From an optimization exercise on the open Yosys and OpenROAD flow, aimed at small area, a short achievable clock period and few clock cycles per item; shortcuts taken in it are not production practice.
Function was checked by simulation only, so behaviour that the tests miss may differ from the original.
No activity file was given, so power comes from the tool's default toggle rates.

===== flow/design.v =====
module matrix_mem_sequencer #(
  parameter int ADDR_W = 8,
  parameter int DATA_W = 256,
  parameter int RD_LAT = 2
) (
  input  logic              clk,
  input  logic              rst,
  input  logic              start,
  input  logic [ADDR_W-1:0] addr_a,
  input  logic [ADDR_W-1:0] addr_b,
  input  logic [ADDR_W-1:0] addr_c,
  output logic              busy,
  output logic              done,
  output logic [ADDR_W-1:0] ram_addr,
  output logic              ram_wren,
  output logic [DATA_W-1:0] ram_wdata,
  input  logic [DATA_W-1:0] ram_rdata,
  output logic [DATA_W-1:0] mat_a,
  output logic [DATA_W-1:0] mat_b,
  input  logic [DATA_W-1:0] mat_c
);
  localparam int DEPTH = 4;
  logic [ADDR_W-1:0] q_a   [DEPTH];
  logic [ADDR_W-1:0] q_b   [DEPTH];
  logic [ADDR_W-1:0] q_c   [DEPTH];
  logic              q_v   [DEPTH];   
  logic              q_ra  [DEPTH];   
  logic              q_rb  [DEPTH];   
  logic              q_ab  [DEPTH];   
  logic              q_fb  [DEPTH];   
  logic              q_h1b [DEPTH];   
  logic              q_h2a [DEPTH];   
  logic              q_h2b [DEPTH];   
  logic [1:0]        q_cnt [DEPTH];   
  logic [ADDR_W-1:0] r_lc1, r_lc2;    
  logic              r_lv1, r_lv2;
  logic [2:0]        r_count;
  logic              r_eval;          
  logic              r_busy;
  logic              r_done;
  logic              r_wren;
  logic [ADDR_W-1:0] r_addr;
  logic              p0_da, p0_db, p1_da, p1_db, p2_da, p2_db;
  logic              r_sel_a_c;       
  logic              r_sel_b_c;       
  logic [DATA_W-1:0] r_a, r_b;
  logic       rd_en, rd_isa;
  logic [1:0] rd_slot;
  logic       le2_0, le1_0, le2_1;
  assign le2_0 = (q_cnt[0] != 2'd3);
  assign le1_0 = (q_cnt[0] <= 2'd1);
  assign le2_1 = (q_cnt[1] != 2'd3);
  always_comb begin
    rd_en   = 1'b0;
    rd_isa  = 1'b0;
    rd_slot = 2'd0;
    if (!r_eval) begin
      if (q_v[0] && (q_ra[0] || q_rb[0])) begin
        rd_en = 1'b1; rd_isa = q_ra[0]; rd_slot = 2'd0;
      end else if (q_v[1] && (q_ra[1] || q_rb[1])) begin
        rd_slot = 2'd1;
        if (q_ra[1] && le2_0) begin
          rd_en = 1'b1; rd_isa = 1'b1;
        end else if (q_rb[1] && !q_h1b[1]) begin
          rd_en = 1'b1; rd_isa = 1'b0;
        end
      end else if (q_v[2] && (q_ra[2] || q_rb[2])) begin
        rd_slot = 2'd2;
        if (q_ra[2] && le1_0 && le2_1 && !q_h2a[2]) begin
          rd_en = 1'b1; rd_isa = 1'b1;
        end else if (q_rb[2] && le2_0 && !q_h2b[2]) begin
          rd_en = 1'b1; rd_isa = 1'b0;
        end
      end
    end
  end
  logic       acc;
  logic [2:0] npos;     
  logic       n_fa, n_fb, n_ab, n_h2a, n_h2b, n_near;
  assign acc    = start && !r_busy;
  assign npos   = r_count - {2'b0, r_eval};
  assign n_fa   = r_lv1 && (addr_a == r_lc1);
  assign n_fb   = r_lv1 && (addr_b == r_lc1);
  assign n_ab   = (addr_a == addr_b);
  assign n_h2a  = r_lv2 && (addr_a == r_lc2);
  assign n_h2b  = r_lv2 && (addr_b == r_lc2);
  assign n_near = (npos <= 3'd1);    
  logic e_next;
  assign e_next = r_eval ? (q_v[1] && !q_ra[1] && !q_rb[1] && q_cnt[1] <= 2'd1)
                         : (q_v[0] && !q_ra[0] && !q_rb[0] && q_cnt[0] <= 2'd1);
  logic       n_v  [DEPTH];
  logic       n_ra [DEPTH];
  logic       n_rb [DEPTH];
  logic [1:0] n_cnt[DEPTH];
  logic       s_v  [DEPTH];
  logic       s_ra [DEPTH];
  logic       s_rb [DEPTH];
  logic [1:0] s_cnt[DEPTH];
  always_comb begin
    for (int i = 0; i < DEPTH; i++) begin
      if (r_eval) begin
        if (i + 1 < DEPTH) begin
          s_v[i] = q_v[i+1]; s_ra[i] = q_ra[i+1]; s_rb[i] = q_rb[i+1]; s_cnt[i] = q_cnt[i+1];
        end else begin
          s_v[i] = 1'b0; s_ra[i] = 1'b0; s_rb[i] = 1'b0; s_cnt[i] = 2'd0;
        end
      end else begin
        s_v[i] = q_v[i]; s_ra[i] = q_ra[i]; s_rb[i] = q_rb[i]; s_cnt[i] = q_cnt[i];
      end
      n_v[i]   = s_v[i];
      n_ra[i]  = s_ra[i];
      n_rb[i]  = s_rb[i];
      n_cnt[i] = (s_cnt[i] != 2'd0) ? s_cnt[i] - 2'd1 : 2'd0;
      if (rd_en && rd_slot == 2'(i)) begin
        n_cnt[i] = 2'd3;
        if (rd_isa) n_ra[i] = 1'b0; else n_rb[i] = 1'b0;
      end
      if (acc && npos == 3'(i)) begin
        n_v[i]   = 1'b1;
        n_ra[i]  = !n_fa;
        n_rb[i]  = !(n_fb && !n_near) && !(n_ab && !n_fa);
        n_cnt[i] = 2'd0;
      end
    end
  end
  always_ff @(posedge clk) begin
    for (int i = 0; i < DEPTH; i++) begin
      if (acc && npos == 3'(i)) begin
        q_a[i]   <= addr_a;
        q_b[i]   <= addr_b;
        q_c[i]   <= addr_c;
        q_ab[i]  <= n_ab && !n_fa;
        q_fb[i]  <= n_fb && !n_near;
        q_h1b[i] <= n_fb && n_near;
        q_h2a[i] <= n_h2a;
        q_h2b[i] <= n_h2b;
      end else if (r_eval && i + 1 < DEPTH) begin
        q_a[i]   <= q_a[i+1];   q_b[i]   <= q_b[i+1];   q_c[i]   <= q_c[i+1];
        q_ab[i]  <= q_ab[i+1];  q_fb[i]  <= q_fb[i+1];  q_h1b[i] <= q_h1b[i+1];
        q_h2a[i] <= q_h2a[i+1]; q_h2b[i] <= q_h2b[i+1];
      end
    end
  end
  always_ff @(posedge clk) begin
    if (!rst) begin
      for (int i = 0; i < DEPTH; i++) begin
        q_v[i]   <= 1'b0;
        q_ra[i]  <= 1'b0;
        q_rb[i]  <= 1'b0;
        q_cnt[i] <= 2'd0;
      end
      r_lv1     <= 1'b0;
      r_lv2     <= 1'b0;
      r_count   <= '0;
      r_eval    <= 1'b0;
      r_busy    <= 1'b0;
      r_done    <= 1'b0;
      r_wren    <= 1'b0;
      p0_da <= 1'b0; p0_db <= 1'b0;
      p1_da <= 1'b0; p1_db <= 1'b0;
      p2_da <= 1'b0; p2_db <= 1'b0;
      r_sel_a_c <= 1'b0;
      r_sel_b_c <= 1'b0;
    end else begin
      for (int i = 0; i < DEPTH; i++) begin
        q_v[i]   <= n_v[i];
        q_ra[i]  <= n_ra[i];
        q_rb[i]  <= n_rb[i];
        q_cnt[i] <= n_cnt[i];
      end
      if (acc) begin
        r_lc1 <= addr_c; r_lv1 <= 1'b1;
        r_lc2 <= r_lc1;  r_lv2 <= r_lv1;
      end
      r_count <= npos + {2'b0, acc};
      r_busy  <= (npos + {2'b0, acc}) >= 3'(DEPTH);
      r_eval  <= e_next;
      r_done  <= r_eval;
      r_wren  <= r_eval;
      p0_da <= rd_en && rd_isa;
      p0_db <= rd_en && (!rd_isa || q_ab[rd_slot]);
      p1_da <= p0_da; p1_db <= p0_db;
      p2_da <= p1_da; p2_db <= p1_db;
      r_sel_a_c <= e_next;
      r_sel_b_c <= e_next && (r_eval ? (q_v[2] && q_fb[2]) : (q_v[1] && q_fb[1]));
    end
  end
  always_ff @(posedge clk) begin
    if (r_eval)     r_addr <= q_c[0];
    else if (rd_en) r_addr <= rd_isa ? q_a[rd_slot] : q_b[rd_slot];
  end
  always_ff @(posedge clk) begin
    if (r_sel_a_c)  r_a <= mat_c;
    else if (p2_da) r_a <= ram_rdata;
    if (r_sel_b_c)  r_b <= mat_c;
    else if (p2_db) r_b <= ram_rdata;
  end
  assign busy      = r_busy;
  assign done      = r_done;
  assign ram_addr  = r_addr;
  assign ram_wren  = r_wren;
  assign ram_wdata = r_a;
  assign mat_a     = r_a;
  assign mat_b     = r_b;
endmodule

===== flow/run.sh =====
#!/bin/bash
# synth_recipe.tcl (not shown) runs the flow's synth.tcl, then flattens the netlist and writes it again
# the make line also repeats each setting of config.mk as NAME=value (left out here)
make -C /OpenROAD-flow-scripts/flow DESIGN_CONFIG=/design/flow/config.mk WORK_HOME=/design/flow/orfs CLKGATE_MAP_FILE= SYNTH_SCRIPT=/design/flow/synth_recipe.tcl finish

===== flow/config.mk =====
export PLATFORM = sky130hd
export DESIGN_NAME = matrix_mem_sequencer
export DESIGN_NICKNAME = matrix_mem_sequencer
export VERILOG_FILES = /design/flow/design.v
export SDC_FILE = /design/flow/constraint.sdc
export NUM_CORES = 4
export LEC_CHECK = 0
export CAP_MARGIN = 20
export CORE_AREA = 5 5 295 295
export DIE_AREA = 0 0 300 300
export SLEW_MARGIN = 20

===== flow/constraint.sdc =====
create_clock -name core_clock -period 3.5 [get_ports {clk}]
set_input_delay 0.7000 -clock core_clock [delete_from_list [all_inputs] [get_ports {clk}]]
set_output_delay 0.7000 -clock core_clock [all_outputs]
set_load 0.01 [all_outputs]

==> flow_summary.toml, run 1 <==
[synthesis]
netlist_area_sq_um = 31000
synthCells = 2003
ys_seq_area_share_pct = 64.8
synth_cell_types = 51
syn_nets = 2546
synth_warnings = 21
syn_area_per_cell_sq_um = 15.5
synth_seq_cells = 680

[status]
tool.error = "[ERROR PPL-0024] Number of IO pins (1318) exceeds maximum number of available positions (1082). Increase the die perimeter from 1200.00um to 1792.48um."
status = "stopped before the end"
haltStage = "I/O pin placement (3_2_place_iop)"

[die]
initial_core_util_pct = 37.1
row_count = 106
die_w_um = 300
die_h_um = 300
-- Yosys cell counts (all sizes together) --
cell    number  area share, %
nand3        5          0.081
mux2i        6           0.19
nand2b      14           0.28
o211a        1          0.032
a221o        1          0.032
ha           4           0.16
edfxtp     646             63
a32oi        2          0.057
dfxtp       34            2.2
a21oi        9           0.15
o211ai       4          0.097
o21bai       1          0.024
nand2      168            2.0
xnor2       20           0.57
nand4        4          0.081
a221oi       2          0.057
clkbuf      51           0.62
a211oi      20           0.54
nor3         5          0.097
mux2       545             20
buf        311            7.2
nand3b       1          0.024
or2          5           0.10
a21boi       8           0.19
or3          1          0.020
o21a         9           0.22
and2        10           0.20
o22ai       18           0.36
o22a         1          0.028
and3         1          0.020
nor4         9           0.20
o21ai        8           0.14
xor2        22           0.62
a211o        1          0.028
nor3b        2          0.048
inv          8          0.097
a22oi        1          0.024
nor2        30           0.36
o31a         8           0.23
nor2b        7           0.14
-- kinds of logic after synthesis --
family,synth area share (%)
AND/OR/NAND/NOR,3.70
adder cells (fa/ha/maj),0.162
XOR/XNOR,1.19
AO/OA/AOI/OAI,2.21
multiplexers,20.0
flip-flops,64.8
buffers and inverters,7.90
Testbench counts, summed over its fixed seeds: cycles 8,227, items 3,200.
==> run 2, diff against run 1 <==
--- a/flow/config.mk
+++ b/flow/config.mk
@@ -7,5 +7,5 @@
 export LEC_CHECK = 0
 export CAP_MARGIN = 20
-export CORE_AREA = 5 5 295 295
-export DIE_AREA = 0 0 300 300
+export CORE_AREA = 5 5 475 475
+export DIE_AREA = 0 0 480 480
 export SLEW_MARGIN = 20
==> run 2 against run 1 <==
  * The run now finishes clean
  * Area after synthesis did not move
  * Synthesized cell count did not move
==> flow_summary.toml, run 2 <==
[global_routing]
grt-ovfl-total = 0
grt_pass1_wl_um = 288000
antenna_found_initial = 182
grt_pass1_vias = 22400
grt_max_degree = 116
grtUsageTotal_pct = 19.9

[synthesis]
yosys.area_share.adder_pct = 0.162
async_reset_ff_share_pct = 0
syn_nets = 2546
synthCells = 2003
synth-xor-area-share_pct = 1.19
synthSimpleGateAreaFrac_pct = 3.70
ys_seq_area_share_pct = 64.8
synth_edf_count = 646
synth_compound_area_share_pct = 2.21
synth_top_area_cell = "edfxtp_1"
netlist_area_sq_um = 31000
synthTopCellsByCount = "edfxtp_1 (646), mux2_2 (545), buf_4 (263), nand2_1 (168), clkbuf_1 (51)"
synthTopCellsByArea = "edfxtp_1 (63%), mux2_2 (20%), buf_4 (6.4%)"
synth_top_family_by_area = "multiplexers"
yosysMostFrequentCell = "edfxtp_1"
yosys_most_used_dff = "edfxtp_1"
synth_cell_types = 51
syn_area_per_cell_sq_um = 15.5
synth_seq_cells = 680
synth_warnings = 21
synth_top_cell_area_share_pct = 62.6
synthMuxAreaShare_pct = 20.0

[sta]
tns_ps = 0
worst_slack_ps = 591
hold_viol = 0
fin_crit_ps = 2910
slew_viol_final = 0
fmax_mhz = 344
min_period_over_period_pct = 83.1
rsz0062_at_grt = "false"
finalSetupViolations = 0
relSlewSlack_pct = 24.2
worstMarginPinSlew_ps = 1140
skew_ps = 25.5

[clock_tree]
numCtsBuffers = 86
cts_resized = 0
post-cts-setup-buffer-count = 0
path_clk_slew_ps = 60
cts.sink_count = 680
cts_tree = "yes"
clk_latency_ps = 700
cts_buffer_depth = 3
cts-root-buf = "clkbuf_16"
cts-htree-levels = 3
cts_hold_buf = 0

[drt]
via_per_inst = 3.73
vias = 23000
wl_um = 240000
drt_iter0_drc = 2067
wl_per_cell_um = 38.9
ant_nets = 0
drc = 0
drt_first_pass_iters = 5

[power_and_ir_drop]
power_density_nw_per_um2 = 614
total_power_mw = 30.0
irDropWorstVdd_mv = 0.408
leakage_nw = 15.9

[job]
maxCapViolations = 0

[die]
core-area_sq_um = 220000
dieArea_sq_um = 230000
initial_core_util_pct = 14.1
row_count = 172
die_w_um = 480
io_pins = 1318
die_h_um = 480

[worst_setup_path]
crit_path_end_kind = "output port"
crit_required_ps = 2800
path_cells = "clkdlybuf4s50_1"
critPathLaunchType = "flip-flop"
worst-path-stages = 1
worstPathMaxFanout = 2
cp_slowest_cell = "clkdlybuf4s50_1"
critPathKind = "reg -> out"
cp_num_buf_inv = 1
cp_top_family = "buffers and inverters"
rr_worst_depth = 7
slowest_delay_ps = 1020
cp.arrival_ps = 2210

[final_layout]
mostFrequentLayoutCells = "clkdlybuf4s50_1 (1313), edfxtp_1 (646), mux2_2 (545)"
final_layout_size_suffix_gt1_share_pct = 23.5
n_fill_cell = 23200
syn2layout_area_growth_pct = 57.8
reg_top3 = "r_a (256), r_b (256)"
multi_input_area_sq_um = 8470
seq_area_sq_um = 20100
layout.nets = 3652
final_util_pct = 22.3
layout_commonest_cell = "clkdlybuf4s50_1"

[min_path]
worstHoldPathCells = 1
hp-class = "reg -> reg"

[place]
gp_congestion = 0.980
place_hpwl_um = 209000
numPortBuffers = 1317
dp_slack_ps = 450

[status]
status = "no timing/DRC/antenna violations"
-- run 2: layout make-up --
type / count / area share, %
sequential: 680 / 41.1
clock inverter: 44 / 0.722
timing repair buffer: 1380 / 28.4
inverter: 8 / 0.0614
multi-input combinational: 953 / 17.3
antenna: 40 / 0.205
tap: 2958 / 7.57
clock buffer: 106 / 4.64
-- run 2: metrics by stage --
stage	std cells	hold slack, ps	cell area [sq um]
global placement	5979	427	46200
finish	6169	432	48900
floorplan	2003	412	31000
global route	6145	455	48800
CTS	6129	437	48800
detailed placement	5979	423	46200
-- run 2: routing by layer --
metal	GRT usage [%]	share of wire, %	up-vias
met1	21.0	35	11600
met4	7.50	4.4	94
met5	0	0.27	-
met3	10.8	13	454
met2	33.2	47	1439
li1	-	-	9458
-- run 2: where the power goes --
| part | switching [mW] | internal, mW | leakage (nW) | total, mW |
|---|---|---|---|---|
| sequential | 1.02 | 10.9 | 6.15 | 11.9 |
| clock | 3.82 | 4.83 | 1.28 | 8.66 |
| combinational | 5.28 | 4.18 | 8.52 | 9.45 |
-- run 2: kinds of logic (layout without fill, tap and decap cells) --
kind of cell,count (synthesis),after routing
DFF,680,680
muxes,551,551
buffers and inverters,370,1538
and+or+nand+nor,262,262
AOI/OAI and AO/OA,94,94
xor gates and xnor gates,42,42
adders and majority gates,4,4
other,0,40
-- run 2: final timing paths --
kind | start | to | slack, ps
hold / removal | p1_da$_SDFF_PN0_ | p2_da$_SDFF_PN0_ | 430
setup reg to reg | r_eval$_SDFF_PN0_ | q_ab[0]$_DFFE_PP_ | 1080
hold reg to reg | p1_da$_SDFF_PN0_ | p2_da$_SDFF_PN0_ | 430
setup / recovery | r_a[219]$_DFFE_PP_ | ram_wdata[219] | 590
==> run 3, diff against run 2 <==
==> flow/flow/run.sh (new file) <==
#!/bin/bash
# Standard ORFS layout with small port buffers and pins one track apart.
set -euo pipefail
W=$(pwd)
export DONT_BUFFER_PORTS=1
export PRE_GLOBAL_PLACE_TCL=$W/flow/bufports.tcl
export PLACE_PINS_ARGS="-min_distance 1 -min_distance_in_tracks"
bash standard.sh > $W/standard_flow.log 2>&1
==> flow/flow/bufports.tcl (new file) <==
# Buffer every port with a small buffer (the standard flow's buffer_ports picks a delay cell).
buffer_ports -inputs -buffer_cell sky130_fd_sc_hd__buf_1
buffer_ports -outputs -buffer_cell sky130_fd_sc_hd__buf_2
==> flow/standard.sh (new file) <==
#!/bin/bash
# synth_recipe.tcl (not shown) runs the flow's synth.tcl, then flattens the netlist and writes it again
# the make line also repeats each setting of config.mk as NAME=value (left out here)
make -C /OpenROAD-flow-scripts/flow DESIGN_CONFIG=/design/flow/config.mk WORK_HOME=/design/flow/orfs CLKGATE_MAP_FILE= SYNTH_SCRIPT=/design/flow/synth_recipe.tcl "${@:-finish}"
--- a/flow/config.mk
+++ b/flow/config.mk
@@ -7,5 +7,5 @@
 export LEC_CHECK = 0
 export CAP_MARGIN = 20
-export CORE_AREA = 5 5 475 475
-export DIE_AREA = 0 0 480 480
+export CORE_AREA = 3 3 277 277
+export DIE_AREA = 0 0 280 280
 export SLEW_MARGIN = 20
removed: flow/run.sh
==> run 3 against run 2 <==
  * Still clean on timing, DRC and antenna
  * Die area down 66%
  * Area after synthesis unchanged
  * Sequential cell count unchanged
  * Total power down 18%
  * Global-route usage up 7.3 points
  * Clock power down 13%
  * Wire length down 53%
  * Largest cell class unchanged
==> flow_summary.toml, run 3 <==
[die]
die_h_um = 280
row_count = 99
initial_core_util_pct = 42.0
io_pins = 1318
dieArea_sq_um = 78400
die_w_um = 280
core-area_sq_um = 73700

[synthesis]
synthCells = 2003
synth_edf_count = 646
synth_top_area_cell = "edfxtp_1"
syn_nets = 2546
yosysMostFrequentCell = "edfxtp_1"
synthTopCellsByCount = "edfxtp_1 (646), mux2_2 (545), buf_4 (263), nand2_1 (168), clkbuf_1 (51)"
synthTopCellsByArea = "edfxtp_1 (63%), mux2_2 (20%), buf_4 (6.4%)"
synth_warnings = 21
ys_seq_area_share_pct = 64.8
yosys_most_used_dff = "edfxtp_1"
synth_top_cell_area_share_pct = 62.6
synth_seq_cells = 680
netlist_area_sq_um = 31000
synth_cell_types = 51
async_reset_ff_share_pct = 0
syn_area_per_cell_sq_um = 15.5

[drt]
dr_wl_met3_um = 18000
drt_first_pass_iters = 8
top_layer_used = "met5"
drc = 0
ant_nets = 0
met1Wirelength_um = 34200
drt_iter0_drc = 1589
wl_met2_um = 48600
wl_um = 112000
via_per_inst = 6.20
vias = 17200
wl_per_cell_um = 40.3

[place]
placed_cell_area_sq_um = 30100
gp_congestion = 1.02
dp_slack_ps = 827
numPortBuffers = 1317
place_hpwl_um = 87900

[global_routing]
grt_pass1_wl_um = 147000
grt_pass1_vias = 16900
antenna_found_initial = 23
grt-ovfl-total = 0
grt_max_degree = 176
grtUsageTotal_pct = 27.1

[final_layout]
design_area_sq_um = 32500
n_fill_cell = 6386
layout_commonest_cell = "edfxtp_1"
reg_top3 = "r_a (256), r_b (256)"
final_util_pct = 44.1
multi_input_area_sq_um = 8470
seq_area_sq_um = 20100
mostFrequentLayoutCells = "edfxtp_1 (646), mux2_2 (545), nand2_1 (168)"
syn2layout_area_growth_pct = 4.96
layout.nets = 2285
final_layout_size_suffix_gt1_share_pct = 38.1

[worst_setup_path]
r2r_end = "r_addr[2]$_DFFE_PP_"
cp_top_family = "compound AO/OA/AOI/OAI gates"
worst-path-stages = 6
cp.arrival_ps = 3080
cp_slowest_cell = "o21ai_2"
crit_required_ps = 3840
rrSetupSlack_ps = 760
crit_path_end_kind = "flip-flop"
slowest_delay_ps = 730
crit_start = "q_rb[1]$_SDFF_PN0_"
worstPathMaxFanout = 21
critPathKind = "reg -> reg"
endpoint = "r_addr[2]$_DFFE_PP_"
rr_worst_depth = 6
critPathLaunchType = "flip-flop"
path_cells = "o21ai_2, nand4_1, a221oi_1, buf_4, a211oi_1, o31a_1"
timing.rr.start = "q_rb[1]$_SDFF_PN0_"
cp_num_buf_inv = 1

[sta]
worst_slack_ps = 760
slew_viol_final = 0
worstMarginPinSlew_ps = 980
fmax_mhz = 365
fin_crit_ps = 2740
tns_ps = 0
finalSetupViolations = 0
rsz0062_at_grt = "false"
skew_ps = 22.6
relSlewSlack_pct = 34.5
hold_viol = 0
min_period_over_period_pct = 78.3

[clock_tree]
cts_hold_buf = 0
cts_resized = 0
post-cts-setup-buffer-count = 0
cts_buffer_depth = 3
cts_tree = "yes"
numCtsBuffers = 74
cts.sink_count = 680
cts-root-buf = "clkbuf_16"
cts-htree-levels = 3
clk_latency_ps = 610
path_clk_slew_ps = 60

[power_and_ir_drop]
power_density_nw_per_um2 = 754
irDropWorstVdd_mv = 0.418
leakage_nw = 10.4

[status]
status = "no timing/DRC/antenna violations"

[min_path]
hp-class = "in -> reg"

[job]
maxCapViolations = 0
-- run 3: cell count changes in the layout (fill, tap and decap cells not counted), moves of 2 or more --
cell / delta
buf_12: -7
buf_4: -37
bufinv_16: +2
clkbuf_1: +5
clkbuf_16: -13
clkdlybuf4s50_1: -1313
clkinv_1: -6
clkinv_4: -2
clkinv_8: +3
diode_2: -14
inv_6: -4
-- run 3: how the worst min path moves through the flow --
stage | from | to | slack, ps | depth (start not counted)
2_1_floorplan | p0_da$_SDFF_PN0_ | p1_da$_SDFF_PN0_ | 410 | 1
3_3_place_gp | p0_da$_SDFF_PN0_ | p1_da$_SDFF_PN0_ | 420 | 1
3_5_place_dp | p0_db$_SDFF_PN0_ | p1_db$_SDFF_PN0_ | 420 | 1
4_1_cts | addr_c[6] | q_c[3][6]$_DFFE_PP_ | 140 | 0
5_1_grt | addr_c[6] | q_c[3][6]$_DFFE_PP_ | 140 | 0
6_report | addr_c[6] | q_c[3][6]$_DFFE_PP_ | 190 | 0
-- run 3: layer usage --
metal | vias to the layer above | GRT usage [%]
met5 | - | 0.244
met4 | 18 | 22.4
met3 | 541 | 18.6
met2 | 1544 | 39.5
met1 | 8448 | 26.4
li1 | 6688 | -
-- run 3: where the power goes --
part	internal (mW)	switching, mW
Sequential	10.9	2.08
Combinational	1.71	2.29
Clock	4.32	3.19
-- run 3: worst reg2reg max path, stage by stage (launching register included) --
cell and delay [ps]:
dfxtp_1 340, o21ai_2 730, nand4_1 240, a221oi_1 540
buf_4 270, a211oi_1 70, o31a_1 290
-- run 3: per-stage QoR --
stage	hold slack, ps	instances	power [mW]
floorplan	412	2003	15.9
global placement	416	2624	16.9
detailed placement	420	2624	17.0
CTS	138	2755	24.6
global route	143	2772	25.4
finish	188	2782	24.5
-- run 3: layout make-up --
| cell class | count | area share (%) |
|---|---|---|
| flip-flops and latches | 680 | 61.8 |
| well taps | 959 | 3.69 |
| multi-input cells | 953 | 26.1 |
| clock buffers | 97 | 5.99 |
| repair buffers | 25 | 1.11 |
| inverters | 8 | 0.0924 |
| clock inverters | 34 | 1.08 |
| diodes | 26 | 0.200 |
-- run 3: cells by family after synthesis --
| group | after synthesis | synth area share [%] |
|---|---|---|
| flops | 680 | 64.8 |
| mux | 551 | 20.0 |
| buf+inv | 370 | 7.90 |
| simple gates | 262 | 3.70 |
| compound gates | 94 | 2.21 |
| xor+xnor | 42 | 1.19 |
| fa+ha+maj | 4 | 0.162 |

## separate check: timing with driven ports
In the flow no input, the clock included, has a driving cell. The finished layouts below were timed again as built, in two steps. Step 1 (the two cells are an assumption about what drives the block):
set clk [get_ports {clk}]
set_driving_cell -lib_cell sky130_fd_sc_hd__clkbuf_16 $clk
set_driving_cell -lib_cell sky130_fd_sc_hd__buf_2 [delete_from_list [all_inputs] $clk]
Step 2, shift: input delay + t, output delay - t, t = (earliest + latest rising clock arrival at the registers) / 2. This alone moves slack from input paths to output paths. a / b / c = ideal ports / drivers / drivers and shift; a / b = the first two.
| run | t, ns | slack for setup (ns) | worst register clock-pin slew, ns |
|---|---|---|---|
| run 2 | 0.778 | 0.591 / 0.512 / 0.536 | 0.06 / 0.06 |
| run 3 | 0.659 | 0.760 / 0.760 / 0.760 | 0.06 / 0.06 |
After both steps every run listed still meets setup and hold. The setup slack of run 2, which loses most, moves by -0.079 ns with the drivers and by -0.055 ns with both steps.
